This is an optimization exercise on Yosys and OpenROAD, whose aim is small area and a short achievable clock period, not a production implementation.
The RTL was checked by simulation tests, not by an equivalence proof against the original design.

==> flow/design.v, too long to show whole: its modules and the start of the top module <==
// module synapse_decode: 386 lines
// module csa_fa: 10 lines
// module csa_ha: 9 lines
// module izh_step: 501 lines
// module izh_execute: 45 lines
// module spike_result: 66 lines
// module neuron_top: 62 lines
module neuron_top #(
    parameter int NEURON_INDEX = 1
) (
    input  logic        clk,
    input  logic        rst,
    input  logic        cfg_we,
    input  logic [5:0]  cfg_addr,
    input  logic [17:0] cfg_data,
    input  logic        axon_vld,
    input  logic [7:0]  axon_index,
    input  logic        nc_evaluate,
    input  logic        nc_reset,
    input  logic        nc_warmup,
    input  logic        out_granted,
    output logic        neur_output,
    output logic        out_pending,
    output logic [7:0]  out_bus,
    output logic [17:0] state_v,
    output logic [17:0] state_u
);
  // ...
==> flow/flow/run.sh <==
#!/bin/bash
# The standard layout, with timing repair aimed at a shorter period than the clock's
# (SETUP_SLACK_MARGIN) and drive-strength buffers on the ports.
set -euo pipefail
export SETUP_SLACK_MARGIN=14
export BUFFER_PORTS_ARGS="-buffer_cell sky130_fd_sc_hd__buf_2"
bash standard.sh > standard.log 2>&1
==> flow/standard.sh <==
#!/bin/bash
# synth_recipe.tcl (not shown) runs the flow's synth.tcl, then flattens the netlist and writes it again
# the make line also repeats each setting of config.mk as NAME=value (left out here)
make -C /OpenROAD-flow-scripts/flow DESIGN_CONFIG=/design/flow/config.mk WORK_HOME=/design/flow/orfs CLKGATE_MAP_FILE= SYNTH_SCRIPT=/design/flow/synth_recipe.tcl "${@:-finish}"
==> flow/config.mk <==
export PLATFORM = sky130hd
export DESIGN_NAME = neuron_top
export DESIGN_NICKNAME = neuron_top
export VERILOG_FILES = /design/flow/design.v
export SDC_FILE = /design/flow/constraint.sdc
export NUM_CORES = 4
export LEC_CHECK = 0
export CAP_MARGIN = 20
export CORE_MARGIN = 2
export CORE_UTILIZATION = 40
export CTS_CLUSTER_DIAMETER = 100
export CTS_CLUSTER_SIZE = 30
export SLEW_MARGIN = 20
export SYNTH_HIERARCHICAL = 1
export SYNTH_MINIMUM_KEEP_SIZE = 0
==> flow/constraint.sdc <==
create_clock -name core_clock -period 24.0 [get_ports {clk}]
set_input_delay 4.8000 -clock core_clock [delete_from_list [all_inputs] [get_ports {clk}]]
set_output_delay 4.8000 -clock core_clock [all_outputs]
set_load 0.01 [all_outputs]
==> key figures, run 1 <==
Final layout
  – Clock-cell share: 0.0272
  – Multi-input gate share of total cell area: 0.526
  – Bufs w/o clock: 139
  – Sequential cell area share: 0.359
  – Max reg flops: 160
  – NonClk Buf Share: 0.0317
  – Most common cell after layout, fill and taps aside: fa_1
  – Non-clock inverter count: 148

Route
  – DR vias: 17300
  – DR WL met3: 3030 um
  – WL met1: 31400 um

Clock network
  – Clock transition at the registers of the reported paths: 110 ps
  – H-tree Lvls: 1

Logic synthesis
  – Mapped Area: 28900 sq um

Setup path
  – Crit path to: neur_output
  – Reg2reg setup slack: 14350 ps
  – Launch point of the worst path: nc_evaluate
  – Path depth of the worst reg2reg path: 33
  – Worst EP arrival: 5330 ps
  – Critical-path cell list: buf_16, nand3_4, o21ai_4, buf_12, buf_6
  – Worst reg2reg startpoint: izh_execute_i.v[9]$_SDFFE_PP0P_

GRT
  – Met2 Track Usage GR: 0.328
  – Grt total ovfl: 0
  – Busiest grt layer: met2

STA
  – Setup TNS: 0 ps
  – Part of the cycle the worst path needs: 0.422
  – Worst slew pin tran: 1050 ps

Die
  – Die height: 273 um
  – Io pins: 86
  – Core area: 71500 sq um

Worst hold path
  – Endpoint, Worst Hold: synapse_decode_i.bias_current[7]$_SDFFE_PP0P_
  – Hold path depth: 2

Status
  – Status: finished clean

Placement
  – Final HPWL DP: 51400 um
==> module izh_step, before the edit <==
module izh_step (
    input  logic        nc_evaluate,
    input  logic [17:0] v,
    input  logic [17:0] u,
    input  logic [19:0] q,
    input  logic [8:0]  syn_current,
    input  logic [8:0]  bias_current,
    output logic        spiking,
    output logic [20:0] v_raw,
    output logic [17:0] u_raw,
    output logic [24:0] sq
);
    logic [22:0] tsum;
    logic [22:0] dsum;
    wire tt_s0, tt_c0;
    csa_fa tt_fa0 (.a(q[8]), .b(q[10]), .c(q[13]), .s(tt_s0), .co(tt_c0));
    wire tt_s1, tt_c1;
    csa_fa tt_fa1 (.a(q[9]), .b(q[11]), .c(q[14]), .s(tt_s1), .co(tt_c1));
    wire tt_s2, tt_c2;
    csa_ha tt_ha2 (.a(v[6]), .b(v[9]), .s(tt_s2), .co(tt_c2));
    wire tt_s3, tt_c3;
    csa_fa tt_fa3 (.a(q[10]), .b(q[12]), .c(q[15]), .s(tt_s3), .co(tt_c3));
    wire tt_s4, tt_c4;
    csa_fa tt_fa4 (.a(v[7]), .b(v[10]), .c(~u[10]), .s(tt_s4), .co(tt_c4));
    wire tt_s5, tt_c5;
    csa_fa tt_fa5 (.a(q[11]), .b(q[13]), .c(q[16]), .s(tt_s5), .co(tt_c5));
    wire tt_s6, tt_c6;
    csa_fa tt_fa6 (.a(v[8]), .b(v[11]), .c(~u[11]), .s(tt_s6), .co(tt_c6));
    wire tt_w0 = ~(q[12] ^ q[14]);
    wire tt_w1 = q[12] | q[14];
    wire tt_s8, tt_c8;
    csa_fa tt_fa8 (.a(q[17]), .b(v[9]), .c(v[12]), .s(tt_s8), .co(tt_c8));
    wire tt_s9, tt_c9;
    csa_ha tt_ha9 (.a(~u[12]), .b(bias_current[4]), .s(tt_s9), .co(tt_c9));
    wire tt_w2 = ~(q[13] ^ q[15]);
    wire tt_w3 = q[13] | q[15];
    wire tt_s11, tt_c11;
    csa_fa tt_fa11 (.a(q[18]), .b(v[10]), .c(v[13]), .s(tt_s11), .co(tt_c11));
    wire tt_s12, tt_c12;
    csa_fa tt_fa12 (.a(~u[13]), .b(bias_current[5]), .c(syn_current[5]), .s(tt_s12), .co(tt_c12));
    wire tt_w4 = ~(q[14] ^ q[16]);
    wire tt_w5 = q[14] | q[16];
    wire tt_s14, tt_c14;
    csa_fa tt_fa14 (.a(~q[19]), .b(v[11]), .c(v[14]), .s(tt_s14), .co(tt_c14));
    wire tt_s15, tt_c15;
    csa_fa tt_fa15 (.a(~u[14]), .b(bias_current[6]), .c(syn_current[6]), .s(tt_s15), .co(tt_c15));
    wire tt_w6 = ~(q[15] ^ q[17]);
    wire tt_w7 = q[15] | q[17];
    wire tt_s17, tt_c17;
    csa_fa tt_fa17 (.a(v[12]), .b(v[15]), .c(~u[15]), .s(tt_s17), .co(tt_c17));
    wire tt_s18, tt_c18;
    csa_ha tt_ha18 (.a(bias_current[7]), .b(syn_current[7]), .s(tt_s18), .co(tt_c18));
    wire tt_w8 = ~(q[16] ^ q[18]);
    wire tt_w9 = q[16] | q[18];
    wire tt_s20, tt_c20;
    csa_fa tt_fa20 (.a(v[13]), .b(v[16]), .c(~u[16]), .s(tt_s20), .co(tt_c20));
    wire tt_s21, tt_c21;
    csa_ha tt_ha21 (.a(~bias_current[8]), .b(~syn_current[8]), .s(tt_s21), .co(tt_c21));
    wire tt_s22, tt_c22;
    csa_fa tt_fa22 (.a(q[17]), .b(~q[19]), .c(v[14]), .s(tt_s22), .co(tt_c22));
    wire tt_w10 = ~(q[0] ^ q[2]);
    wire tt_w11 = q[0] | q[2];
    wire tt_s24, tt_c24;
    csa_fa tt_fa24 (.a(q[1]), .b(q[3]), .c(q[6]), .s(tt_s24), .co(tt_c24));
    wire tt_s25, tt_c25;
    csa_fa tt_fa25 (.a(q[2]), .b(q[4]), .c(q[7]), .s(tt_s25), .co(tt_c25));
    wire tt_s26, tt_c26;
    csa_fa tt_fa26 (.a(q[3]), .b(q[5]), .c(q[8]), .s(tt_s26), .co(tt_c26));
    wire tt_s27, tt_c27;
    csa_ha tt_ha27 (.a(v[0]), .b(v[3]), .s(tt_s27), .co(tt_c27));
    wire tt_s28, tt_c28;
    csa_fa tt_fa28 (.a(q[4]), .b(q[6]), .c(q[9]), .s(tt_s28), .co(tt_c28));
    wire tt_s29, tt_c29;
    csa_fa tt_fa29 (.a(v[1]), .b(v[4]), .c(~u[4]), .s(tt_s29), .co(tt_c29));
    wire tt_s30, tt_c30;
    csa_fa tt_fa30 (.a(q[5]), .b(q[7]), .c(q[10]), .s(tt_s30), .co(tt_c30));
    wire tt_s31, tt_c31;
    csa_fa tt_fa31 (.a(v[2]), .b(v[5]), .c(~u[5]), .s(tt_s31), .co(tt_c31));
    wire tt_s32, tt_c32;
    csa_fa tt_fa32 (.a(q[6]), .b(q[8]), .c(q[11]), .s(tt_s32), .co(tt_c32));
    wire tt_s33, tt_c33;
    csa_fa tt_fa33 (.a(v[3]), .b(v[6]), .c(~u[6]), .s(tt_s33), .co(tt_c33));
    wire tt_s34, tt_c34;
    csa_fa tt_fa34 (.a(q[7]), .b(q[9]), .c(q[12]), .s(tt_s34), .co(tt_c34));
    wire tt_s35, tt_c35;
    csa_fa tt_fa35 (.a(v[4]), .b(v[7]), .c(~u[7]), .s(tt_s35), .co(tt_c35));
    wire tt_s36, tt_c36;
    csa_fa tt_fa36 (.a(v[5]), .b(v[8]), .c(~u[8]), .s(tt_s36), .co(tt_c36));
    wire tt_s37, tt_c37;
    csa_fa tt_fa37 (.a(bias_current[0]), .b(syn_current[0]), .c(tt_s0), .s(tt_s37), .co(tt_c37));
    wire tt_s38, tt_c38;
    csa_fa tt_fa38 (.a(~u[9]), .b(bias_current[1]), .c(syn_current[1]), .s(tt_s38), .co(tt_c38));
    wire tt_s39, tt_c39;
    csa_fa tt_fa39 (.a(tt_s2), .b(tt_c0), .c(tt_s1), .s(tt_s39), .co(tt_c39));
    wire tt_s40, tt_c40;
    csa_fa tt_fa40 (.a(bias_current[2]), .b(syn_current[2]), .c(tt_c2), .s(tt_s40), .co(tt_c40));
    wire tt_s41, tt_c41;
    csa_fa tt_fa41 (.a(tt_c1), .b(tt_s3), .c(tt_s4), .s(tt_s41), .co(tt_c41));
    wire tt_s42, tt_c42;
    csa_fa tt_fa42 (.a(bias_current[3]), .b(syn_current[3]), .c(tt_c3), .s(tt_s42), .co(tt_c42));
    wire tt_s43, tt_c43;
    csa_fa tt_fa43 (.a(tt_c4), .b(tt_s5), .c(tt_s6), .s(tt_s43), .co(tt_c43));
    wire tt_s44, tt_c44;
    csa_fa tt_fa44 (.a(syn_current[4]), .b(tt_s9), .c(tt_c5), .s(tt_s44), .co(tt_c44));
    wire tt_s45, tt_c45;
    csa_fa tt_fa45 (.a(tt_c6), .b(tt_w0), .c(tt_s8), .s(tt_s45), .co(tt_c45));
    wire tt_s46, tt_c46;
    csa_fa tt_fa46 (.a(tt_c9), .b(tt_w1), .c(tt_c8), .s(tt_s46), .co(tt_c46));
    wire tt_s47, tt_c47;
    csa_fa tt_fa47 (.a(tt_w2), .b(tt_s11), .c(tt_s12), .s(tt_s47), .co(tt_c47));
    wire tt_s48, tt_c48;
    csa_fa tt_fa48 (.a(tt_w3), .b(tt_c11), .c(tt_c12), .s(tt_s48), .co(tt_c48));
    wire tt_s49, tt_c49;
    csa_fa tt_fa49 (.a(tt_w4), .b(tt_s14), .c(tt_s15), .s(tt_s49), .co(tt_c49));
    wire tt_s50, tt_c50;
    csa_fa tt_fa50 (.a(tt_s18), .b(tt_w5), .c(tt_c14), .s(tt_s50), .co(tt_c50));
    wire tt_s51, tt_c51;
    csa_fa tt_fa51 (.a(tt_c15), .b(tt_w6), .c(tt_s17), .s(tt_s51), .co(tt_c51));
    wire tt_s52, tt_c52;
    csa_fa tt_fa52 (.a(tt_c18), .b(tt_s21), .c(tt_w7), .s(tt_s52), .co(tt_c52));
    wire tt_s53, tt_c53;
    csa_fa tt_fa53 (.a(tt_c17), .b(tt_w8), .c(tt_s20), .s(tt_s53), .co(tt_c53));
    wire tt_s54, tt_c54;
    csa_fa tt_fa54 (.a(~v[17]), .b(u[17]), .c(tt_c21), .s(tt_s54), .co(tt_c54));
    wire tt_s55, tt_c55;
    csa_fa tt_fa55 (.a(tt_w9), .b(tt_c20), .c(tt_s22), .s(tt_s55), .co(tt_c55));
    wire tt_s56, tt_c56;
    csa_ha tt_ha56 (.a(q[18]), .b(v[15]), .s(tt_s56), .co(tt_c56));
    wire tt_s57, tt_c57;
    csa_ha tt_ha57 (.a(q[5]), .b(v[0]), .s(tt_s57), .co(tt_c57));
    wire tt_s58, tt_c58;
    csa_fa tt_fa58 (.a(v[1]), .b(~u[1]), .c(tt_w11), .s(tt_s58), .co(tt_c58));
    wire tt_s59, tt_c59;
    csa_fa tt_fa59 (.a(v[2]), .b(~u[2]), .c(tt_c24), .s(tt_s59), .co(tt_c59));
    wire tt_s60, tt_c60;
    csa_fa tt_fa60 (.a(~u[3]), .b(tt_s27), .c(tt_c25), .s(tt_s60), .co(tt_c60));
    wire tt_s61, tt_c61;
    csa_fa tt_fa61 (.a(tt_c27), .b(tt_c26), .c(tt_s28), .s(tt_s61), .co(tt_c61));
    wire tt_s62, tt_c62;
    csa_fa tt_fa62 (.a(tt_c28), .b(tt_c29), .c(tt_s30), .s(tt_s62), .co(tt_c62));
    wire tt_s63, tt_c63;
    csa_fa tt_fa63 (.a(tt_c30), .b(tt_c31), .c(tt_s32), .s(tt_s63), .co(tt_c63));
    wire tt_s64, tt_c64;
    csa_fa tt_fa64 (.a(tt_c32), .b(tt_c33), .c(tt_s34), .s(tt_s64), .co(tt_c64));
    wire tt_s65, tt_c65;
    csa_fa tt_fa65 (.a(tt_c34), .b(tt_c35), .c(tt_s36), .s(tt_s65), .co(tt_c65));
    wire tt_s66, tt_c66;
    csa_fa tt_fa66 (.a(tt_c36), .b(tt_s38), .c(tt_c37), .s(tt_s66), .co(tt_c66));
    wire tt_s67, tt_c67;
    csa_fa tt_fa67 (.a(tt_c38), .b(tt_s40), .c(tt_c39), .s(tt_s67), .co(tt_c67));
    wire tt_s68, tt_c68;
    csa_fa tt_fa68 (.a(tt_c40), .b(tt_c41), .c(tt_s42), .s(tt_s68), .co(tt_c68));
    wire tt_s69, tt_c69;
    csa_fa tt_fa69 (.a(tt_c42), .b(tt_c43), .c(tt_s44), .s(tt_s69), .co(tt_c69));
    wire tt_s70, tt_c70;
    csa_fa tt_fa70 (.a(tt_c44), .b(tt_c45), .c(tt_s46), .s(tt_s70), .co(tt_c70));
    wire tt_s71, tt_c71;
    csa_fa tt_fa71 (.a(tt_c46), .b(tt_c47), .c(tt_s48), .s(tt_s71), .co(tt_c71));
    wire tt_s72, tt_c72;
    csa_fa tt_fa72 (.a(tt_c48), .b(tt_c49), .c(tt_s50), .s(tt_s72), .co(tt_c72));
    wire tt_s73, tt_c73;
    csa_fa tt_fa73 (.a(tt_c50), .b(tt_c51), .c(tt_s52), .s(tt_s73), .co(tt_c73));
    wire tt_s74, tt_c74;
    csa_fa tt_fa74 (.a(tt_s54), .b(tt_c52), .c(tt_c53), .s(tt_s74), .co(tt_c74));
    wire tt_s75, tt_c75;
    csa_fa tt_fa75 (.a(tt_s56), .b(tt_c22), .c(tt_c54), .s(tt_s75), .co(tt_c75));
    wire tt_s76, tt_c76;
    csa_ha tt_ha76 (.a(~q[19]), .b(v[16]), .s(tt_s76), .co(tt_c76));
    wire tt_s77, tt_c77;
    csa_ha tt_ha77 (.a(~u[0]), .b(tt_s57), .s(tt_s77), .co(tt_c77));
    wire tt_s78, tt_c78;
    csa_fa tt_fa78 (.a(tt_c57), .b(tt_s24), .c(tt_s58), .s(tt_s78), .co(tt_c78));
    wire tt_s79, tt_c79;
    csa_fa tt_fa79 (.a(tt_s25), .b(tt_c58), .c(tt_s59), .s(tt_s79), .co(tt_c79));
    wire tt_s80, tt_c80;
    csa_fa tt_fa80 (.a(tt_s26), .b(tt_c59), .c(tt_s60), .s(tt_s80), .co(tt_c80));
    wire tt_s81, tt_c81;
    csa_fa tt_fa81 (.a(tt_s29), .b(tt_c60), .c(tt_s61), .s(tt_s81), .co(tt_c81));
    wire tt_s82, tt_c82;
    csa_fa tt_fa82 (.a(tt_s31), .b(tt_c61), .c(tt_s62), .s(tt_s82), .co(tt_c82));
    wire tt_s83, tt_c83;
    csa_fa tt_fa83 (.a(tt_s33), .b(tt_c62), .c(tt_s63), .s(tt_s83), .co(tt_c83));
    wire tt_s84, tt_c84;
    csa_fa tt_fa84 (.a(tt_s35), .b(tt_c63), .c(tt_s64), .s(tt_s84), .co(tt_c84));
    wire tt_s85, tt_c85;
    csa_fa tt_fa85 (.a(tt_c64), .b(tt_s65), .c(tt_s37), .s(tt_s85), .co(tt_c85));
    wire tt_s86, tt_c86;
    csa_fa tt_fa86 (.a(tt_c65), .b(tt_s39), .c(tt_s66), .s(tt_s86), .co(tt_c86));
    wire tt_s87, tt_c87;
    csa_fa tt_fa87 (.a(tt_s41), .b(tt_c66), .c(tt_s67), .s(tt_s87), .co(tt_c87));
    wire tt_s88, tt_c88;
    csa_fa tt_fa88 (.a(tt_s43), .b(tt_c67), .c(tt_s68), .s(tt_s88), .co(tt_c88));
    wire tt_s89, tt_c89;
    csa_fa tt_fa89 (.a(tt_s45), .b(tt_c68), .c(tt_s69), .s(tt_s89), .co(tt_c89));
    wire tt_s90, tt_c90;
    csa_fa tt_fa90 (.a(tt_s47), .b(tt_c69), .c(tt_s70), .s(tt_s90), .co(tt_c90));
    wire tt_s91, tt_c91;
    csa_fa tt_fa91 (.a(tt_s49), .b(tt_c70), .c(tt_s71), .s(tt_s91), .co(tt_c91));
    wire tt_s92, tt_c92;
    csa_fa tt_fa92 (.a(tt_s51), .b(tt_c71), .c(tt_s72), .s(tt_s92), .co(tt_c92));
    wire tt_s93, tt_c93;
    csa_fa tt_fa93 (.a(tt_s53), .b(tt_c72), .c(tt_s73), .s(tt_s93), .co(tt_c93));
    wire tt_s94, tt_c94;
    csa_fa tt_fa94 (.a(tt_s55), .b(tt_c73), .c(tt_s74), .s(tt_s94), .co(tt_c94));
    wire tt_s95, tt_c95;
    csa_fa tt_fa95 (.a(tt_c55), .b(tt_s75), .c(tt_c74), .s(tt_s95), .co(tt_c95));
    wire tt_s96, tt_c96;
    csa_fa tt_fa96 (.a(tt_c56), .b(tt_s76), .c(tt_c75), .s(tt_s96), .co(tt_c96));
    wire tt_s97, tt_c97;
    csa_ha tt_ha97 (.a(~v[17]), .b(tt_c76), .s(tt_s97), .co(tt_c97));
    wire [22:0] tt_a = {1'b1, tt_c97, tt_c96, tt_c95, tt_c94, tt_c93, tt_c92, tt_c91, tt_c90, tt_c89, tt_c88, tt_c87, tt_c86, tt_c85, tt_c84, tt_c83, tt_c82, tt_c81, tt_c80, tt_c79, tt_c78, tt_c77, tt_s77};
    wire [22:0] tt_b = {1'b0, 1'b1, tt_s97, tt_s96, tt_s95, tt_s94, tt_s93, tt_s92, tt_s91, tt_s90, tt_s89, tt_s88, tt_s87, tt_s86, tt_s85, tt_s84, tt_s83, tt_s82, tt_s81, tt_s80, tt_s79, tt_s78, tt_w10};
    assign tsum = tt_a + tt_b;
    assign v_raw = tsum[22:2];
    wire dt_w0 = ~tt_a[12];
    wire dt_w1 = tt_a[12];
    wire dt_s1, dt_c1;
    csa_ha dt_ha1 (.a(tt_a[13]), .b(tt_b[13]), .s(dt_s1), .co(dt_c1));
    wire dt_s2, dt_c2;
    csa_ha dt_ha2 (.a(tt_a[14]), .b(tt_b[14]), .s(dt_s2), .co(dt_c2));
    wire dt_s3, dt_c3;
    csa_ha dt_ha3 (.a(tt_a[15]), .b(tt_b[15]), .s(dt_s3), .co(dt_c3));
    wire dt_s4, dt_c4;
    csa_ha dt_ha4 (.a(tt_a[16]), .b(tt_b[16]), .s(dt_s4), .co(dt_c4));
    wire dt_w2 = ~(tt_a[17] ^ tt_b[17]);
    wire dt_w3 = tt_a[17] | tt_b[17];
    wire dt_w4 = ~(tt_a[18] ^ tt_b[18]);
    wire dt_w5 = tt_a[18] | tt_b[18];
    wire dt_w6 = ~(tt_a[19] ^ tt_b[19]);
    wire dt_w7 = tt_a[19] | tt_b[19];
    wire dt_w8 = ~(tt_a[20] ^ tt_b[20]);
    wire dt_w9 = tt_a[20] | tt_b[20];
    wire dt_w10 = ~(tt_a[21] ^ tt_b[21]);
    wire dt_w11 = tt_a[21] | tt_b[21];
    wire dt_w12 = ~(tt_a[22] ^ tt_b[22]);
    wire [22:0] dt_a = {dt_w11, dt_w9, dt_w7, dt_w5, dt_w3, dt_c4, dt_c3, dt_c2, dt_c1, dt_w1, dt_w0, tt_a[11], tt_a[10], tt_a[9], tt_a[8], tt_a[7], tt_a[6], tt_a[5], tt_a[4], tt_a[3], tt_a[2], tt_a[1], tt_a[0]};
    wire [22:0] dt_b = {dt_w12, dt_w10, dt_w8, dt_w6, dt_w4, dt_w2, dt_s4, dt_s3, dt_s2, dt_s1, tt_b[12], tt_b[11], tt_b[10], tt_b[9], tt_b[8], tt_b[7], tt_b[6], tt_b[5], tt_b[4], tt_b[3], tt_b[2], tt_b[1], tt_b[0]};
    assign dsum = dt_a + dt_b;
    assign spiking = nc_evaluate && !dsum[22];
    wire [9:0]  lo8  = v_raw[10:3] + v_raw[11:4] + v_raw[13:6] + {2'b0, ~u[7:0]} + 10'd1;
    wire [11:0] lo10 = v_raw[12:3] + v_raw[13:4] + v_raw[15:6] + {2'b0, ~u[9:0]} + 12'd1;
    wire ct_s0, ct_c0;
    csa_fa ct_fa0 (.a(u[0]), .b(~u[8]), .c(~u[10]), .s(ct_s0), .co(ct_c0));
    wire ct_s1, ct_c1;
    csa_fa ct_fa1 (.a(ct_s0), .b(v_raw[11]), .c(v_raw[12]), .s(ct_s1), .co(ct_c1));
    wire ct_s2, ct_c2;
    csa_fa ct_fa2 (.a(v_raw[14]), .b(v_raw[13]), .c(v_raw[14]), .s(ct_s2), .co(ct_c2));
    wire ct_s3, ct_c3;
    csa_fa ct_fa3 (.a(v_raw[16]), .b(ct_s1), .c(ct_s2), .s(ct_s3), .co(ct_c3));
    wire ct_s4, ct_c4;
    csa_fa ct_fa4 (.a(ct_s3), .b(lo8[8]), .c(lo10[10]), .s(ct_s4), .co(ct_c4));
    wire ct_s5, ct_c5;
    csa_fa ct_fa5 (.a(u[1]), .b(~u[9]), .c(~u[11]), .s(ct_s5), .co(ct_c5));
    wire ct_s6, ct_c6;
    csa_fa ct_fa6 (.a(ct_c0), .b(ct_s5), .c(v_raw[12]), .s(ct_s6), .co(ct_c6));
    wire ct_s7, ct_c7;
    csa_fa ct_fa7 (.a(v_raw[13]), .b(v_raw[15]), .c(v_raw[14]), .s(ct_s7), .co(ct_c7));
    wire ct_s8, ct_c8;
    csa_fa ct_fa8 (.a(v_raw[15]), .b(v_raw[17]), .c(ct_c1), .s(ct_s8), .co(ct_c8));
    wire ct_s9, ct_c9;
    csa_fa ct_fa9 (.a(ct_c2), .b(ct_s6), .c(ct_s7), .s(ct_s9), .co(ct_c9));
    wire ct_s10, ct_c10;
    csa_fa ct_fa10 (.a(ct_c3), .b(ct_s8), .c(ct_s9), .s(ct_s10), .co(ct_c10));
    wire ct_s11, ct_c11;
    csa_fa ct_fa11 (.a(ct_s10), .b(lo8[9]), .c(lo10[11]), .s(ct_s11), .co(ct_c11));
    wire ct_s12, ct_c12;
    csa_fa ct_fa12 (.a(u[2]), .b(~u[10]), .c(~u[12]), .s(ct_s12), .co(ct_c12));
    wire ct_s13, ct_c13;
    csa_fa ct_fa13 (.a(ct_c5), .b(ct_s12), .c(v_raw[13]), .s(ct_s13), .co(ct_c13));
    wire ct_s14, ct_c14;
    csa_fa ct_fa14 (.a(v_raw[14]), .b(v_raw[16]), .c(v_raw[15]), .s(ct_s14), .co(ct_c14));
    wire ct_s15, ct_c15;
    csa_fa ct_fa15 (.a(v_raw[16]), .b(v_raw[18]), .c(ct_c6), .s(ct_s15), .co(ct_c15));
    wire ct_s16, ct_c16;
    csa_fa ct_fa16 (.a(ct_c7), .b(ct_s13), .c(ct_s14), .s(ct_s16), .co(ct_c16));
    wire ct_s17, ct_c17;
    csa_fa ct_fa17 (.a(ct_c8), .b(ct_c9), .c(ct_s15), .s(ct_s17), .co(ct_c17));
    wire ct_s18, ct_c18;
    csa_fa ct_fa18 (.a(ct_s16), .b(ct_c10), .c(ct_s17), .s(ct_s18), .co(ct_c18));
    wire ct_s19, ct_c19;
    csa_fa ct_fa19 (.a(u[3]), .b(~u[11]), .c(~u[13]), .s(ct_s19), .co(ct_c19));
    wire ct_s20, ct_c20;
    csa_fa ct_fa20 (.a(ct_c12), .b(ct_s19), .c(v_raw[14]), .s(ct_s20), .co(ct_c20));
    wire ct_s21, ct_c21;
    csa_fa ct_fa21 (.a(v_raw[15]), .b(v_raw[17]), .c(v_raw[16]), .s(ct_s21), .co(ct_c21));
    wire ct_s22, ct_c22;
    csa_fa ct_fa22 (.a(v_raw[17]), .b(v_raw[19]), .c(ct_c13), .s(ct_s22), .co(ct_c22));
    wire ct_s23, ct_c23;
    csa_fa ct_fa23 (.a(ct_c14), .b(ct_s20), .c(ct_s21), .s(ct_s23), .co(ct_c23));
    wire ct_s24, ct_c24;
    csa_fa ct_fa24 (.a(ct_c15), .b(ct_c16), .c(ct_s22), .s(ct_s24), .co(ct_c24));
    wire ct_s25, ct_c25;
    csa_fa ct_fa25 (.a(ct_s23), .b(ct_c17), .c(ct_s24), .s(ct_s25), .co(ct_c25));
    wire ct_w0 = ~(u[4] ^ ~u[12]);
    wire ct_w1 = u[4] | ~u[12];
    wire ct_s27, ct_c27;
    csa_fa ct_fa27 (.a(~u[14]), .b(ct_c19), .c(ct_w0), .s(ct_s27), .co(ct_c27));
    wire ct_s28, ct_c28;
    csa_fa ct_fa28 (.a(ct_s27), .b(v_raw[15]), .c(v_raw[16]), .s(ct_s28), .co(ct_c28));
    wire ct_s29, ct_c29;
    csa_fa ct_fa29 (.a(v_raw[18]), .b(v_raw[17]), .c(v_raw[18]), .s(ct_s29), .co(ct_c29));
    wire ct_s30, ct_c30;
    csa_fa ct_fa30 (.a(~v_raw[20]), .b(ct_c20), .c(ct_c21), .s(ct_s30), .co(ct_c30));
    wire ct_s31, ct_c31;
    csa_fa ct_fa31 (.a(ct_s28), .b(ct_s29), .c(ct_c22), .s(ct_s31), .co(ct_c31));
    wire ct_s32, ct_c32;
    csa_fa ct_fa32 (.a(ct_c23), .b(ct_s30), .c(ct_c24), .s(ct_s32), .co(ct_c32));
    wire ct_s33, ct_c33;
    csa_fa ct_fa33 (.a(ct_s31), .b(ct_c25), .c(ct_s32), .s(ct_s33), .co(ct_c33));
    wire ct_w2 = ~(u[5] ^ ~u[13]);
    wire ct_w3 = u[5] | ~u[13];
    wire ct_s35, ct_c35;
    csa_fa ct_fa35 (.a(~u[15]), .b(ct_w1), .c(ct_w2), .s(ct_s35), .co(ct_c35));
    wire ct_s36, ct_c36;
    csa_fa ct_fa36 (.a(ct_c27), .b(ct_s35), .c(v_raw[16]), .s(ct_s36), .co(ct_c36));
    wire ct_s37, ct_c37;
    csa_fa ct_fa37 (.a(v_raw[17]), .b(v_raw[19]), .c(v_raw[18]), .s(ct_s37), .co(ct_c37));
    wire ct_s38, ct_c38;
    csa_fa ct_fa38 (.a(v_raw[19]), .b(ct_c28), .c(ct_c29), .s(ct_s38), .co(ct_c38));
    wire ct_s39, ct_c39;
    csa_fa ct_fa39 (.a(ct_s36), .b(ct_s37), .c(ct_c30), .s(ct_s39), .co(ct_c39));
    wire ct_s40, ct_c40;
    csa_fa ct_fa40 (.a(ct_s38), .b(ct_c31), .c(ct_s39), .s(ct_s40), .co(ct_c40));
    wire ct_s41, ct_c41;
    csa_fa ct_fa41 (.a(ct_c32), .b(ct_s40), .c(ct_c33), .s(ct_s41), .co(ct_c41));
    wire ct_w4 = ~(u[6] ^ ~u[14]);
    wire ct_w5 = u[6] | ~u[14];
    wire ct_s43, ct_c43;
    csa_fa ct_fa43 (.a(~u[16]), .b(ct_w3), .c(ct_w4), .s(ct_s43), .co(ct_c43));
    wire ct_s44, ct_c44;
    csa_fa ct_fa44 (.a(ct_c35), .b(ct_s43), .c(v_raw[17]), .s(ct_s44), .co(ct_c44));
    wire ct_s45, ct_c45;
    csa_fa ct_fa45 (.a(v_raw[18]), .b(~v_raw[20]), .c(v_raw[19]), .s(ct_s45), .co(ct_c45));
    wire ct_s46, ct_c46;
    csa_fa ct_fa46 (.a(~v_raw[20]), .b(ct_c36), .c(ct_c37), .s(ct_s46), .co(ct_c46));
    wire ct_s47, ct_c47;
    csa_fa ct_fa47 (.a(ct_s44), .b(ct_s45), .c(ct_c38), .s(ct_s47), .co(ct_c47));
    wire ct_s48, ct_c48;
    csa_fa ct_fa48 (.a(ct_s46), .b(ct_c39), .c(ct_s47), .s(ct_s48), .co(ct_c48));
    wire ct_s49, ct_c49;
    csa_fa ct_fa49 (.a(ct_c40), .b(ct_s48), .c(ct_c41), .s(ct_s49), .co(ct_c49));
    wire ct_s50, ct_c50;
    csa_fa ct_fa50 (.a(u[7]), .b(~u[15]), .c(u[17]), .s(ct_s50), .co(ct_c50));
    wire ct_s51, ct_c51;
    csa_fa ct_fa51 (.a(ct_w5), .b(ct_s50), .c(ct_c43), .s(ct_s51), .co(ct_c51));
    wire ct_s52, ct_c52;
    csa_fa ct_fa52 (.a(ct_s51), .b(v_raw[18]), .c(v_raw[19]), .s(ct_s52), .co(ct_c52));
    wire ct_s53, ct_c53;
    csa_fa ct_fa53 (.a(~v_raw[20]), .b(ct_c44), .c(ct_c45), .s(ct_s53), .co(ct_c53));
    wire ct_s54, ct_c54;
    csa_fa ct_fa54 (.a(ct_s52), .b(ct_c46), .c(ct_s53), .s(ct_s54), .co(ct_c54));
    wire ct_s55, ct_c55;
    csa_fa ct_fa55 (.a(ct_c47), .b(ct_s54), .c(ct_c48), .s(ct_s55), .co(ct_c55));
    wire ct_w6 = ~(u[8] ^ ~u[16]);
    wire ct_w7 = u[8] | ~u[16];
    wire ct_s57, ct_c57;
    csa_fa ct_fa57 (.a(ct_c50), .b(ct_w6), .c(ct_c51), .s(ct_s57), .co(ct_c57));
    wire ct_s58, ct_c58;
    csa_fa ct_fa58 (.a(ct_s57), .b(v_raw[19]), .c(~v_raw[20]), .s(ct_s58), .co(ct_c58));
    wire ct_s59, ct_c59;
    csa_fa ct_fa59 (.a(ct_c52), .b(ct_s58), .c(ct_c53), .s(ct_s59), .co(ct_c59));
    wire ct_s60, ct_c60;
    csa_fa ct_fa60 (.a(ct_c54), .b(ct_s59), .c(ct_c55), .s(ct_s60), .co(ct_c60));
    wire ct_s61, ct_c61;
    csa_fa ct_fa61 (.a(u[9]), .b(u[17]), .c(ct_w7), .s(ct_s61), .co(ct_c61));
    wire ct_s62, ct_c62;
    csa_fa ct_fa62 (.a(ct_s61), .b(ct_c57), .c(~v_raw[20]), .s(ct_s62), .co(ct_c62));
    wire ct_s63, ct_c63;
    csa_fa ct_fa63 (.a(ct_c58), .b(ct_s62), .c(ct_c59), .s(ct_s63), .co(ct_c63));
    wire ct_s64, ct_c64;
    csa_fa ct_fa64 (.a(u[10]), .b(ct_c61), .c(ct_c62), .s(ct_s64), .co(ct_c64));
    wire ct_w8 = ~(u[11] ^ ct_c64);
    wire ct_w9 = u[11] | ct_c64;
    wire ct_w10 = ~(u[12] ^ ct_w9);
    wire ct_w11 = u[12] | ct_w9;
    wire ct_w12 = ~(u[13] ^ ct_w11);
    wire ct_w13 = u[13] | ct_w11;
    wire ct_w14 = ~(u[14] ^ ct_w13);
    wire ct_w15 = u[14] | ct_w13;
    wire ct_w16 = ~(u[15] ^ ct_w15);
    wire ct_w17 = u[15] | ct_w15;
    wire ct_w18 = ~(u[16] ^ ct_w17);
    wire ct_w19 = u[16] | ct_w17;
    wire ct_w20 = ~(u[17] ^ ct_w19);
    wire [17:0] ct_a = {ct_w20, ct_w18, ct_w16, ct_w14, ct_w12, ct_w10, ct_w8, ct_c63, ct_c60, ct_s60, ct_c49, ct_s49, ct_s41, ct_s33, ct_c18, ct_c11, ct_c4, ct_s4};
    wire [17:0] ct_b = {1'b0, 1'b0, 1'b0, 1'b0, 1'b0, 1'b0, 1'b0, ct_s64, ct_s63, 1'b0, ct_s55, 1'b0, 1'b0, 1'b0, ct_s25, ct_s18, ct_s11, 1'b0};
    assign u_raw = ct_a + ct_b;
    wire qt_s0, qt_c0;
    csa_fa qt_fa0 (.a((v_raw[5] & v_raw[8])), .b((v_raw[6] & v_raw[7])), .c(v_raw[7]), .s(qt_s0), .co(qt_c0));
    wire qt_s1, qt_c1;
    csa_fa qt_fa1 (.a((v_raw[5] & v_raw[9])), .b((v_raw[6] & v_raw[8])), .c(qt_c0), .s(qt_s1), .co(qt_c1));
    wire qt_s2, qt_c2;
    csa_fa qt_fa2 (.a((v_raw[5] & v_raw[10])), .b((v_raw[6] & v_raw[9])), .c((v_raw[7] & v_raw[8])), .s(qt_s2), .co(qt_c2));
    wire qt_s3, qt_c3;
    csa_fa qt_fa3 (.a(v_raw[8]), .b(qt_s2), .c(qt_c1), .s(qt_s3), .co(qt_c3));
    wire qt_s4, qt_c4;
    csa_fa qt_fa4 (.a((v_raw[5] & v_raw[11])), .b((v_raw[6] & v_raw[10])), .c((v_raw[7] & v_raw[9])), .s(qt_s4), .co(qt_c4));
    wire qt_s5, qt_c5;
    csa_fa qt_fa5 (.a(qt_c2), .b(qt_s4), .c(qt_c3), .s(qt_s5), .co(qt_c5));
    wire qt_s6, qt_c6;
    csa_fa qt_fa6 (.a((v_raw[5] & v_raw[12])), .b((v_raw[6] & v_raw[11])), .c((v_raw[7] & v_raw[10])), .s(qt_s6), .co(qt_c6));
    wire qt_s7, qt_c7;
    csa_fa qt_fa7 (.a((v_raw[8] & v_raw[9])), .b(v_raw[9]), .c(qt_c4), .s(qt_s7), .co(qt_c7));
    wire qt_s8, qt_c8;
    csa_fa qt_fa8 (.a(qt_s6), .b(qt_s7), .c(qt_c5), .s(qt_s8), .co(qt_c8));
    wire qt_s9, qt_c9;
    csa_fa qt_fa9 (.a((v_raw[5] & v_raw[13])), .b((v_raw[6] & v_raw[12])), .c((v_raw[7] & v_raw[11])), .s(qt_s9), .co(qt_c9));
    wire qt_s10, qt_c10;
    csa_fa qt_fa10 (.a((v_raw[8] & v_raw[10])), .b(qt_c6), .c(qt_s9), .s(qt_s10), .co(qt_c10));
    wire qt_s11, qt_c11;
    csa_fa qt_fa11 (.a(qt_c7), .b(qt_s10), .c(qt_c8), .s(qt_s11), .co(qt_c11));
    wire qt_s12, qt_c12;
    csa_fa qt_fa12 (.a((v_raw[5] & v_raw[14])), .b((v_raw[6] & v_raw[13])), .c((v_raw[7] & v_raw[12])), .s(qt_s12), .co(qt_c12));
    wire qt_s13, qt_c13;
    csa_fa qt_fa13 (.a((v_raw[8] & v_raw[11])), .b((v_raw[9] & v_raw[10])), .c(v_raw[10]), .s(qt_s13), .co(qt_c13));
    wire qt_s14, qt_c14;
    csa_fa qt_fa14 (.a(qt_c9), .b(qt_s12), .c(qt_s13), .s(qt_s14), .co(qt_c14));
    wire qt_s15, qt_c15;
    csa_fa qt_fa15 (.a(qt_c10), .b(qt_s14), .c(qt_c11), .s(qt_s15), .co(qt_c15));
    wire qt_s16, qt_c16;
    csa_fa qt_fa16 (.a((v_raw[5] & v_raw[15])), .b((v_raw[6] & v_raw[14])), .c((v_raw[7] & v_raw[13])), .s(qt_s16), .co(qt_c16));
    wire qt_s17, qt_c17;
    csa_fa qt_fa17 (.a((v_raw[8] & v_raw[12])), .b((v_raw[9] & v_raw[11])), .c(qt_c12), .s(qt_s17), .co(qt_c17));
    wire qt_s18, qt_c18;
    csa_fa qt_fa18 (.a(qt_c13), .b(qt_s16), .c(qt_c14), .s(qt_s18), .co(qt_c18));
    wire qt_s19, qt_c19;
    csa_fa qt_fa19 (.a(qt_s17), .b(qt_s18), .c(qt_c15), .s(qt_s19), .co(qt_c19));
    wire qt_s20, qt_c20;
    csa_fa qt_fa20 (.a((v_raw[5] & v_raw[16])), .b((v_raw[6] & v_raw[15])), .c((v_raw[7] & v_raw[14])), .s(qt_s20), .co(qt_c20));
    wire qt_s21, qt_c21;
    csa_fa qt_fa21 (.a((v_raw[8] & v_raw[13])), .b((v_raw[9] & v_raw[12])), .c((v_raw[10] & v_raw[11])), .s(qt_s21), .co(qt_c21));
    wire qt_s22, qt_c22;
    csa_fa qt_fa22 (.a(v_raw[11]), .b(qt_c16), .c(qt_s20), .s(qt_s22), .co(qt_c22));
    wire qt_s23, qt_c23;
    csa_fa qt_fa23 (.a(qt_s21), .b(qt_c17), .c(qt_s22), .s(qt_s23), .co(qt_c23));
    wire qt_s24, qt_c24;
    csa_fa qt_fa24 (.a(qt_c18), .b(qt_s23), .c(qt_c19), .s(qt_s24), .co(qt_c24));
    wire qt_w0 = ~(~(v_raw[17] & v_raw[5]) ^ (v_raw[6] & v_raw[16]));
    wire qt_w1 = ~(v_raw[17] & v_raw[5]) | (v_raw[6] & v_raw[16]);
    wire qt_s26, qt_c26;
    csa_fa qt_fa26 (.a((v_raw[7] & v_raw[15])), .b((v_raw[8] & v_raw[14])), .c((v_raw[9] & v_raw[13])), .s(qt_s26), .co(qt_c26));
    wire qt_s27, qt_c27;
    csa_fa qt_fa27 (.a((v_raw[10] & v_raw[12])), .b(qt_c20), .c(qt_c21), .s(qt_s27), .co(qt_c27));
    wire qt_s28, qt_c28;
    csa_fa qt_fa28 (.a(qt_w0), .b(qt_s26), .c(qt_c22), .s(qt_s28), .co(qt_c28));
    wire qt_s29, qt_c29;
    csa_fa qt_fa29 (.a(qt_s27), .b(qt_c23), .c(qt_s28), .s(qt_s29), .co(qt_c29));
    wire qt_s30, qt_c30;
    csa_fa qt_fa30 (.a(~(v_raw[17] & v_raw[6])), .b((v_raw[7] & v_raw[16])), .c((v_raw[8] & v_raw[15])), .s(qt_s30), .co(qt_c30));
    wire qt_s31, qt_c31;
    csa_fa qt_fa31 (.a((v_raw[9] & v_raw[14])), .b((v_raw[10] & v_raw[13])), .c((v_raw[11] & v_raw[12])), .s(qt_s31), .co(qt_c31));
    wire qt_s32, qt_c32;
    csa_fa qt_fa32 (.a(v_raw[12]), .b(qt_w1), .c(qt_c26), .s(qt_s32), .co(qt_c32));
    wire qt_s33, qt_c33;
    csa_fa qt_fa33 (.a(qt_s30), .b(qt_s31), .c(qt_c27), .s(qt_s33), .co(qt_c33));
    wire qt_s34, qt_c34;
    csa_fa qt_fa34 (.a(qt_s32), .b(qt_c28), .c(qt_s33), .s(qt_s34), .co(qt_c34));
    wire qt_s35, qt_c35;
    csa_fa qt_fa35 (.a(~(v_raw[17] & v_raw[7])), .b((v_raw[8] & v_raw[16])), .c((v_raw[9] & v_raw[15])), .s(qt_s35), .co(qt_c35));
    wire qt_s36, qt_c36;
    csa_fa qt_fa36 (.a((v_raw[10] & v_raw[14])), .b((v_raw[11] & v_raw[13])), .c(qt_c30), .s(qt_s36), .co(qt_c36));
    wire qt_s37, qt_c37;
    csa_fa qt_fa37 (.a(qt_c31), .b(qt_s35), .c(qt_c32), .s(qt_s37), .co(qt_c37));
    wire qt_s38, qt_c38;
    csa_fa qt_fa38 (.a(qt_s36), .b(qt_c33), .c(qt_s37), .s(qt_s38), .co(qt_c38));
    wire qt_s39, qt_c39;
    csa_fa qt_fa39 (.a(~(v_raw[17] & v_raw[8])), .b((v_raw[9] & v_raw[16])), .c((v_raw[10] & v_raw[15])), .s(qt_s39), .co(qt_c39));
    wire qt_s40, qt_c40;
    csa_fa qt_fa40 (.a((v_raw[11] & v_raw[14])), .b((v_raw[12] & v_raw[13])), .c(v_raw[13]), .s(qt_s40), .co(qt_c40));
    wire qt_s41, qt_c41;
    csa_fa qt_fa41 (.a(qt_c35), .b(qt_s39), .c(qt_s40), .s(qt_s41), .co(qt_c41));
    wire qt_s42, qt_c42;
    csa_fa qt_fa42 (.a(qt_c36), .b(qt_s41), .c(qt_c37), .s(qt_s42), .co(qt_c42));
    wire qt_s43, qt_c43;
    csa_fa qt_fa43 (.a(~(v_raw[17] & v_raw[9])), .b((v_raw[10] & v_raw[16])), .c((v_raw[11] & v_raw[15])), .s(qt_s43), .co(qt_c43));
    wire qt_s44, qt_c44;
    csa_fa qt_fa44 (.a((v_raw[12] & v_raw[14])), .b(qt_c39), .c(qt_c40), .s(qt_s44), .co(qt_c44));
    wire qt_s45, qt_c45;
    csa_fa qt_fa45 (.a(qt_s43), .b(qt_c41), .c(qt_s44), .s(qt_s45), .co(qt_c45));
    wire qt_s46, qt_c46;
    csa_fa qt_fa46 (.a(~(v_raw[17] & v_raw[10])), .b((v_raw[11] & v_raw[16])), .c((v_raw[12] & v_raw[15])), .s(qt_s46), .co(qt_c46));
    wire qt_s47, qt_c47;
    csa_fa qt_fa47 (.a((v_raw[13] & v_raw[14])), .b(v_raw[14]), .c(qt_c43), .s(qt_s47), .co(qt_c47));
    wire qt_s48, qt_c48;
    csa_fa qt_fa48 (.a(qt_s46), .b(qt_c44), .c(qt_s47), .s(qt_s48), .co(qt_c48));
    wire qt_s49, qt_c49;
    csa_fa qt_fa49 (.a(~(v_raw[17] & v_raw[11])), .b((v_raw[12] & v_raw[16])), .c((v_raw[13] & v_raw[15])), .s(qt_s49), .co(qt_c49));
    wire qt_s50, qt_c50;
    csa_fa qt_fa50 (.a(qt_c46), .b(qt_s49), .c(qt_c47), .s(qt_s50), .co(qt_c50));
    wire qt_s51, qt_c51;
    csa_fa qt_fa51 (.a(~(v_raw[17] & v_raw[12])), .b((v_raw[13] & v_raw[16])), .c((v_raw[14] & v_raw[15])), .s(qt_s51), .co(qt_c51));
    wire qt_s52, qt_c52;
    csa_fa qt_fa52 (.a(v_raw[15]), .b(qt_c49), .c(qt_s51), .s(qt_s52), .co(qt_c52));
    wire qt_s53, qt_c53;
    csa_fa qt_fa53 (.a(~(v_raw[17] & v_raw[13])), .b((v_raw[14] & v_raw[16])), .c(qt_c51), .s(qt_s53), .co(qt_c53));
    wire qt_s54, qt_c54;
    csa_fa qt_fa54 (.a(~(v_raw[17] & v_raw[14])), .b((v_raw[15] & v_raw[16])), .c(v_raw[16]), .s(qt_s54), .co(qt_c54));
    wire [24:0] qt_a = {~(v_raw[17] & v_raw[16]), ~(v_raw[17] & v_raw[15]), qt_c53, qt_c52, qt_c50, qt_c48, qt_c45, qt_c42, qt_c38, qt_c34, qt_c29, qt_c24, qt_s24, qt_s19, qt_s15, qt_s11, qt_s8, qt_s5, qt_s3, qt_s1, qt_s0, (v_raw[5] & v_raw[7]), (v_raw[5] & v_raw[6]), 1'b0, v_raw[5]};
    wire [24:0] qt_b = {v_raw[17], qt_c54, qt_s54, qt_s53, qt_s52, qt_s50, qt_s48, qt_s45, qt_s42, qt_s38, qt_s34, qt_s29, 1'b0, 1'b0, 1'b0, 1'b0, 1'b0, 1'b0, 1'b0, 1'b0, 1'b0, 1'b0, v_raw[6], 1'b0, 1'b0};
    assign sq = qt_a + qt_b;
endmodule
==> module izh_execute, before the edit <==
module izh_execute (
    input  logic        clk,
    input  logic        rst,
    input  logic        nc_reset,
    input  logic        nc_evaluate,
    input  logic [8:0]  syn_current,
    input  logic [8:0]  bias_current,
    output logic        spiking,
    output logic [17:0] v,
    output logic [17:0] u
);
    logic [19:0] q;
    logic [20:0] v_raw;
    logic [17:0] u_raw;
    logic [24:0] sq;
    izh_step izh_step_i (
        .nc_evaluate  (nc_evaluate),
        .v            (v),
        .u            (u),
        .q            (q),
        .syn_current  (syn_current),
        .bias_current (bias_current),
        .spiking      (spiking),
        .v_raw        (v_raw),
        .u_raw        (u_raw),
        .sq           (sq)
    );
    always_ff @(posedge clk) begin
        if (rst || nc_reset) begin
            v <= 18'h2e800;
            u <= 18'h3b000;
            q <= 20'h26480;
        end else if (nc_evaluate) begin
            if (spiking) begin
                v <= 18'h2fc00;
                u <= u + 18'd6144;
                q <= 20'h21020;
            end else begin
                v <= v_raw[17:0];
                u <= u_raw;
                q <= sq[24:5];
            end
        end
    end
endmodule
==> run 2: changes to the inputs <==
--- a/flow/design.v
+++ b/flow/design.v
@@ -462,5 +462,4 @@
 endmodule
 module izh_step (
-    input  logic        nc_evaluate,
     input  logic [17:0] v,
     input  logic [17:0] u,
@@ -468,5 +467,5 @@
     input  logic [8:0]  syn_current,
     input  logic [8:0]  bias_current,
-    output logic        spiking,
+    output logic        spike_raw,
     output logic [20:0] v_raw,
     output logic [17:0] u_raw,
@@ -699,5 +698,5 @@
     wire [22:0] dt_b = {dt_w12, dt_w10, dt_w8, dt_w6, dt_w4, dt_w2, dt_s4, dt_s3, dt_s2, dt_s1, tt_b[12], tt_b[11], tt_b[10], tt_b[9], tt_b[8], tt_b[7], tt_b[6], tt_b[5], tt_b[4], tt_b[3], tt_b[2], tt_b[1], tt_b[0]};
     assign dsum = dt_a + dt_b;
-    assign spiking = nc_evaluate && !dsum[22];
+    assign spike_raw = !dsum[22];
     wire [9:0]  lo8  = v_raw[10:3] + v_raw[11:4] + v_raw[13:6] + {2'b0, ~u[7:0]} + 10'd1;
     wire [11:0] lo10 = v_raw[12:3] + v_raw[13:4] + v_raw[15:6] + {2'b0, ~u[9:0]} + 12'd1;
@@ -977,6 +976,6 @@
     logic [17:0] u_raw;
     logic [24:0] sq;
+    logic        spike_raw;
     izh_step izh_step_i (
-        .nc_evaluate  (nc_evaluate),
         .v            (v),
         .u            (u),
@@ -984,9 +983,10 @@
         .syn_current  (syn_current),
         .bias_current (bias_current),
-        .spiking      (spiking),
+        .spike_raw    (spike_raw),
         .v_raw        (v_raw),
         .u_raw        (u_raw),
         .sq           (sq)
     );
+    assign spiking = nc_evaluate && spike_raw;
     always_ff @(posedge clk) begin
         if (rst || nc_reset) begin
@@ -995,5 +995,5 @@
             q <= 20'h26480;
         end else if (nc_evaluate) begin
-            if (spiking) begin
+            if (spike_raw) begin
                 v <= 18'h2fc00;
                 u <= u + 18'd6144;
--- a/flow/config.mk
+++ b/flow/config.mk
@@ -6,4 +6,5 @@
 export NUM_CORES = 4
 export LEC_CHECK = 0
+export ABC_AREA = 1
 export CAP_MARGIN = 20
 export CORE_MARGIN = 2
==> run 2 against run 1 <==
Worst hold slack worse by 20 ps; register-to-register slack improved by 330 ps; cell count up 15%; utilization decreased by 0.76 points; flip-flop and latch count is the same; wire length grew 15%; clock skew increased by 20 ps; highest routed layer unchanged.
==> key figures, run 2 <==
Die
  – Rows: 100 (was 98)
  – Die area: 77900 sq um (was 74500 sq um)
  – Die W: 279 um (was 273 um)
  – Io pins: 86 (unchanged)
  – Initial Util: 0.405 (about the same)
  – Die height: 279 um (was 273 um)
  – Core area: 74700 sq um (was 71500 sq um)

Clock network
  – Clock Path Buffers: 3 (unchanged)
  – H-tree Lvls: 1 (unchanged)
  – Num CTS Buffers: 23 (unchanged)
  – Clock transition at the registers of the reported paths: 90 ps (was 110 ps)
  – TritonCTS clock tree: built (unchanged)
  – Root Driver: clkbuf_16 (unchanged)
  – CTS Hold Bufs: 0 (unchanged)
  – Clock latency on the worst-skew pair: 620 ps (was 610 ps)
  – Clock sink count: 417 (unchanged)

GRT
  – Vias in the first global route: 20700 (was 18100)
  – Initial antenna violation count: 1 (was 0)
  – Global Route Usage Sum: 0.211 (was 0.194)
  – Grt total ovfl: 0 (unchanged)
  – Largest net degree at the start of global routing: 50 (was 43)
  – Global-route wire length before repair: 125000 um (was 109000 um)

Setup path
  – Worst EP arrival: 5210 ps (was 5330 ps)
  – Req. time, crit path: 19200 ps (about the same)
  – Crit path kind: in -> out (unchanged)
  – CP top delay family: buffers and inverters (unchanged)
  – Critical-path top delay cell: buf_6 (was o21ai_4)
  – Critical-path cell list: buf_16, nand2_8, clkinvlp_4, buf_6 (was buf_16, nand3_4, o21ai_4, buf_12, buf_6)
  – Path depth of the worst reg2reg path: 27 (was 33)
  – WP depth: 4 (was 5)
  – CP startpoint kind: input pin (unchanged)
  – WP buf/inv: 3 (unchanged)
  – Setup crit end kind: primary output (unchanged)
  – Highest net fanout along the worst path: 2 (was 4)
  – Critical Path Max Stage Delay: 130 ps (was 160 ps)

Placement
  – DP Area: 31500 sq um (was 30200 sq um)
  – DP Worst Slack: 13250 ps (was 13020 ps)
  – Cells after DPL: 3793 (was 3267)
  – I/O Buffers: 69 (unchanged)
  – Last weighted congestion value of the routability-driven placer: 0.924 (was 0.821)
  – Final HPWL DP: 61300 um (was 51400 um)

Final layout
  – Most common cell after layout, fill and taps aside: nand2_1 (was fa_1)
  – Max reg flops: 160 (unchanged)
  – Non-filler cells, final: 3845 (was 3344)
  – Fin area: 32500 sq um (was 31700 sq um)
  – N_diodes: 0 (unchanged)
  – FILL cells: 6978 (was 6520)
  – Largest register by flop count: synapse_decode_i.table_i (unchanged)
  – Most frequent cells in the layout: 396 x nand2_1, 359 x fa_1, 300 x edfxtp_1, 288 x inv_1, 256 x nor2_1 (was 359 x fa_1, 300 x edfxtp_1, 237 x nor2_1, 192 x xnor2_1, 176 x xor2_1)
  – # nets final: 3383 (was 2901)
  – Biggest regs: synapse_decode_i.table_i (160), synapse_decode_i.table_w (140) (unchanged)
  – Syn-to-layout area delta: 7.37% (was 9.47%)
  – Share of layout cells above drive strength 1: 0.0932 (was 0.115)

Route
  – Met2 WL: 40600 um (was 34400 um)
  – DR vias: 20300 (was 17300)
  – Post-route DRC: 0 (unchanged)
  – WL/cell: 21.1 um (was 21.0 um)
  – Total wire length: 81000 um (was 70300 um)
  – Final ANT Viol Nets: 0 (unchanged)
  – First-pass detailed-route iteration total: 5 (was 6)
  – DR WL met3: 3850 um (was 3030 um)
  – Top sig layer: met4 (unchanged)
  – 1st-iter DRT viols: 1621 (was 1315)
  – Drt via density: 5.27 (was 5.18)
  – WL met1: 33900 um (was 31400 um)

STA
  – Final Skew: 53.1 ps (was 33.1 ps)
  – Crit path time final: 10010 ps (was 10130 ps)
  – Max-slew violations: 0 (unchanged)
  – Worst Slack Setup Final: 13990 ps (was 13870 ps)
  – Worst slew pin tran: 1070 ps (was 1050 ps)
  – Part of the cycle the worst path needs: 0.417 (was 0.422)
  – Max_slew headroom: 0.279 (was 0.303)
  – Setup TNS: 0 ps (unchanged)
  – Max Clk Rate: 99.9 MHz (was 98.7 MHz)
  – Worst Hold Slack: 465 ps (was 486 ps)
  – RSZ-0062 raised after global routing: yes (unchanged)
  – Count of final setup violators: 0 (unchanged)
  – Final hold violation count: 0 (unchanged)

Worst hold path
  – Hold path depth: 2 (unchanged)
  – Worst min-delay path category: reg -> reg (unchanged)

Logic synthesis
  – Syn_area_per_cell: 10.7 sq um (was 12.5 sq um)
  – Synth Instances: 2820 (was 2309)
  – YS warnings: 11 (unchanged)
  – Mapped Area: 30300 sq um (was 28900 sq um)

Run
  – Maxcap violations: 0 (unchanged)

Status
  – Status: finished clean (unchanged)
## run 2: metal layers
layer  track usage  vias to the layer above
met5             0                        -
met4        0.0604                        0
met3        0.0195                      116
met2         0.373                      542
met1         0.277                    10300
li1              -                     9305
## run 2: layout make-up
class                           count  area (sq um)  share of cell area
Timing Repair Buffer              103           629              0.0194
Inverter                          311          1180              0.0362
Clock buffer                       32           631              0.0194
Clock inverter                     10           185             0.00570
Sequential cell                   417         11400               0.349
Multi-Input combinational cell   2003         17300               0.533
Tap cell                          969          1210              0.0373
## run 2: repair_timing
action	CTS	global route
setup buffers	4	5
setup endpoints to repair	1	9
cloned	0	0
resized for setup	13	17
pin swaps	0	4
## run 2: metrics by stage
step	util
floorplan	-
global placement	0.422
detailed placement	0.422
CTS	0.434
global route	0.435
finish	0.435
## run 2: path summary, 6_finish.rpt
check	slack [ps]	endpoint	from
setup / recovery	13990	neur_output	nc_evaluate
hold / removal	470	spike_result_i.step_len[2]$_SDFFE_PP0P_	spike_result_i.step_len[2]$_SDFFE_PP0P_
hold reg to reg	470	spike_result_i.step_len[2]$_SDFFE_PP0P_	spike_result_i.step_len[2]$_SDFFE_PP0P_
setup reg to reg	14680	izh_execute_i.u[13]$_SDFFE_PP1P_	izh_execute_i.u[11]$_SDFFE_PP0P_
## run 2: worst reg2reg max path, stage by stage, from the launching register on
cell and delay (ps):
dfxtp_2 380, inv_1 260, fa_1 490, fa_1 420
fa_1 540, fa_1 450, ha_1 410, inv_1 160
nand3_1 110, nor3_1 270, nand4_1 160, nand3_1 230
xor2_4 420, inv_1 400, fa_1 580, fa_1 400
fa_1 480, fa_1 400, fa_1 410, fa_1 380
fa_1 550, nor3b_1 310, nand3_1 160, o21bai_1 330
nand2_1 110, xor2_1 170, a21oi_1 120, o21ai_0 90
==> run 3: changes to the inputs <==
--- a/flow/config.mk
+++ b/flow/config.mk
@@ -6,5 +6,4 @@
 export NUM_CORES = 4
 export LEC_CHECK = 0
-export ABC_AREA = 1
 export CAP_MARGIN = 20
 export CORE_MARGIN = 2
==> run 3 against run 2 <==
Register-to-register slack worse by 230 ps; cell count decreased by 12%; design area fell by 2.5%; clock skew decreased by 4.6 ps; wire length down 11%; synthesized cell count shrank 17%.
==> key figures, run 3 <==
Status
  – Status: finished clean (unchanged)

Clock network
  – Clock transition at the registers of the reported paths: 120 ps (was 90 ps)
  – Clock latency on the worst-skew pair: 620 ps (about the same)
  – Clock sink count: 417 (unchanged)
  – TritonCTS clock tree: built (unchanged)
  – Num CTS Buffers: 23 (unchanged)
  – Clock Path Buffers: 3 (unchanged)
  – Root Driver: clkbuf_16 (unchanged)
  – CTS Hold Bufs: 0 (unchanged)
  – H-tree Lvls: 1 (unchanged)

Setup path
  – Reg2reg setup slack: 14450 ps (was 14680 ps)
  – Worst reg2reg startpoint: izh_execute_i.u[12]$_SDFFE_PP1P_ (was izh_execute_i.u[11]$_SDFFE_PP0P_)
  – Critical Path Max Stage Delay: 150 ps (was 130 ps)
  – Critical-path cell list: buf_16, and2_4, buf_6 (was buf_16, nand2_8, clkinvlp_4, buf_6)
  – Crit path kind: in -> out (unchanged)
  – Setup crit end kind: primary output (unchanged)
  – Path depth of the worst reg2reg path: 31 (was 27)
  – Highest net fanout along the worst path: 12 (was 2)
  – CP startpoint kind: input pin (unchanged)
  – Launch point of the worst path: nc_evaluate (unchanged)
  – Critical R2R Capture: izh_execute_i.u[16]$_SDFFE_PP1P_ (was izh_execute_i.u[13]$_SDFFE_PP1P_)
  – Crit path to: neur_output (unchanged)
  – Worst EP arrival: 5200 ps (was 5210 ps)
  – Req. time, crit path: 19200 ps (about the same)
  – Critical-path top delay cell: and2_4 (was buf_6)

Run
  – Maxcap violations: 0 (unchanged)

GRT
  – Met3 Use GR: 0.0210 (was 0.0195)
  – Global Route Usage Sum: 0.196 (was 0.211)
  – Busiest grt layer: met2 (unchanged)
  – Largest net degree at the start of global routing: 70 (was 50)
  – Vias in the first global route: 18400 (was 20700)
  – Initial antenna violation count: 0 (was 1)
  – Met2 Track Usage GR: 0.327 (was 0.373)
  – Met1 layer usage reported by global route: 0.277 (about the same)
  – Grt total ovfl: 0 (unchanged)
  – Global-route wire length before repair: 111000 um (was 125000 um)

Placement
  – Final HPWL DP: 52900 um (was 61300 um)
  – DP Area: 30400 sq um (was 31500 sq um)
  – I/O Buffers: 69 (unchanged)
  – Last weighted congestion value of the routability-driven placer: 0.856 (was 0.924)

STA
  – Max-slew violations: 0 (unchanged)
  – Final hold violation count: 0 (unchanged)
  – Part of the cycle the worst path needs: 0.416 (was 0.417)
  – Worst slew pin tran: 917 ps (was 1070 ps)
  – Setup TNS: 0 ps (unchanged)
  – Count of final setup violators: 0 (unchanged)
  – Final Skew: 48.6 ps (was 53.1 ps)
  – Max_slew headroom: 0.389 (was 0.279)
  – Crit path time final: 10000 ps (was 10010 ps)
  – RSZ-0062 raised after global routing: yes (unchanged)
  – Max Clk Rate: 100 MHz (was 99.9 MHz)

Route
  – DR vias: 17600 (was 20300)
  – First-pass detailed-route iteration total: 5 (unchanged)
  – Total wire length: 72100 um (was 81000 um)
  – Drt via density: 5.22 (was 5.27)
  – 1st-iter DRT viols: 1179 (was 1621)
  – Final ANT Viol Nets: 0 (unchanged)
  – WL/cell: 21.4 um (was 21.1 um)
  – Post-route DRC: 0 (unchanged)

Final layout
  – Fin area: 31700 sq um (was 32500 sq um)
  – Share of layout cells above drive strength 1: 0.118 (was 0.0932)
  – FILL cells: 6605 (was 6978)
  – Util after Layout: 0.441 (was 0.435)
  – Biggest regs: synapse_decode_i.table_i (160), synapse_decode_i.table_w (140) (unchanged)
  – Max reg flops: 160 (unchanged)
  – Most frequent cells in the layout: 359 x fa_1, 300 x edfxtp_1, 251 x nor2_1, 192 x xnor2_1, 170 x xor2_1 (was 396 x nand2_1, 359 x fa_1, 300 x edfxtp_1, 288 x inv_1, 256 x nor2_1)
  – # nets final: 2930 (was 3383)
  – Largest register by flop count: synapse_decode_i.table_i (unchanged)
  – Syn-to-layout area delta: 8.73% (was 7.37%)
  – Most common cell after layout, fill and taps aside: fa_1 (was nand2_1)

Logic synthesis
  – Mapped Area: 29200 sq um (was 30300 sq um)
  – YS warnings: 11 (unchanged)
  – Syn_area_per_cell: 12.4 sq um (was 10.7 sq um)
  – Synth Instances: 2342 (was 2820)

Die
  – Io pins: 86 (unchanged)
  – Initial Util: 0.406 (was 0.405)
  – Die height: 274 um (was 279 um)
  – Die W: 274 um (was 279 um)
  – Die area: 75100 sq um (was 77900 sq um)
  – Core area: 71900 sq um (was 74700 sq um)
  – Rows: 98 (was 100)

Worst hold path
  – Worst min-delay path category: reg -> reg (unchanged)
run 3: worst min path at each step:
stage / startpoint / end / slack, ps / cells after the start
global placement: synapse_decode_i.bias_current[8]$_SDFFE_PP0P_ / synapse_decode_i.bias_current[8]$_SDFFE_PP0P_ / 460 / 2
global route: synapse_decode_i.bias_current[8]$_SDFFE_PP0P_ / synapse_decode_i.bias_current[8]$_SDFFE_PP0P_ / 530 / 2
detailed placement: synapse_decode_i.bias_current[8]$_SDFFE_PP0P_ / synapse_decode_i.bias_current[8]$_SDFFE_PP0P_ / 460 / 2
floorplan: spike_result_i.step_len[5]$_SDFFE_PP1P_ / spike_result_i.step_len[5]$_SDFFE_PP1P_ / 440 / 1
finish: synapse_decode_i.bias_current[8]$_SDFFE_PP0P_ / synapse_decode_i.bias_current[8]$_SDFFE_PP0P_ / 480 / 2
CTS: synapse_decode_i.bias_current[8]$_SDFFE_PP0P_ / synapse_decode_i.bias_current[8]$_SDFFE_PP0P_ / 480 / 2
run 3: worst max-delay path: cells and delay by family:
kind,cells,cell delay [ps]
simple gates,1,150
buf+inv,2,250
run 3: per-stage QoR:
step | setup WS [ps] | std cells | hold WS, ps
final | 14000 | 3374 | 480
after global routing | 13930 | 3373 | 527
after CTS | 13970 | 3347 | 477
after detailed placement | 13070 | 3296 | 460
after global placement | 13070 | 3296 | 456
after floorplan | 14030 | 2348 | 436
run 3: final cells by class:
type                       count  area (sq um)  area share
clock inverter                13           181     0.00572
multi-input combinational   1685         16900       0.532
clock buffer                  29           598      0.0189
timing repair buffer         135           918      0.0290
tap                          950          1190      0.0375
inverter                     144           569      0.0180
antenna                        1          2.50   0.0000789
sequential                   417         11400       0.359
run 3: what timing repair did:
item | CTS | global route
endpoints found under the hold margin | 0 | 0
pin swaps | 2 | 5
gates cloned | 2 | 0
resized for setup | 23 | 48
buffers inserted | 7 | 26
setup endpoints to repair | 6 | 13
run 3: per-layer routing:
metal	vias up	share of wire
met5	-	0
met4	0	0.022
met3	86	0.043
met2	405	0.48
met1	9173	0.45
li1	7951	-

[port drivers added, routing unchanged]
The results above use ideal ports. As a check the final layouts listed here were re-extracted and re-timed, cells and wires unchanged. Step 1 sets driving cells, clkbuf_16 on the clock port and buf_2 on the other inputs (assumed; they add their load-dependent delay and slew). Step 2 moves the port delays by t, midway between the first and last clock arrival at a register: inputs arrive t later, outputs are due t later. That takes back most of the time a late clock gives input paths. a / b / c = no drivers / after step 1 / after step 2; a / b = the first two.
run | shift t [ns] | setup slack, ns | worst setup path after step 2 | worst register clock-pin slew, ns | worst data-port slew with drivers (ns)
run 1 | 0.655 | 13.865 / 13.741 / 13.741 | input to output | 0.11 / 0.11 | 0.12
run 2 | 0.659 | 13.990 / 13.926 / 13.926 | input to output | 0.12 / 0.12 | 0.09
run 3 | 0.664 | 14.004 / 13.893 / 13.893 | input to output | 0.12 / 0.12 | 0.12
After both steps every run listed still meets setup and hold. The setup slack of run 1, which loses most, moves by -0.124 ns with the drivers and by -0.124 ns with both steps.
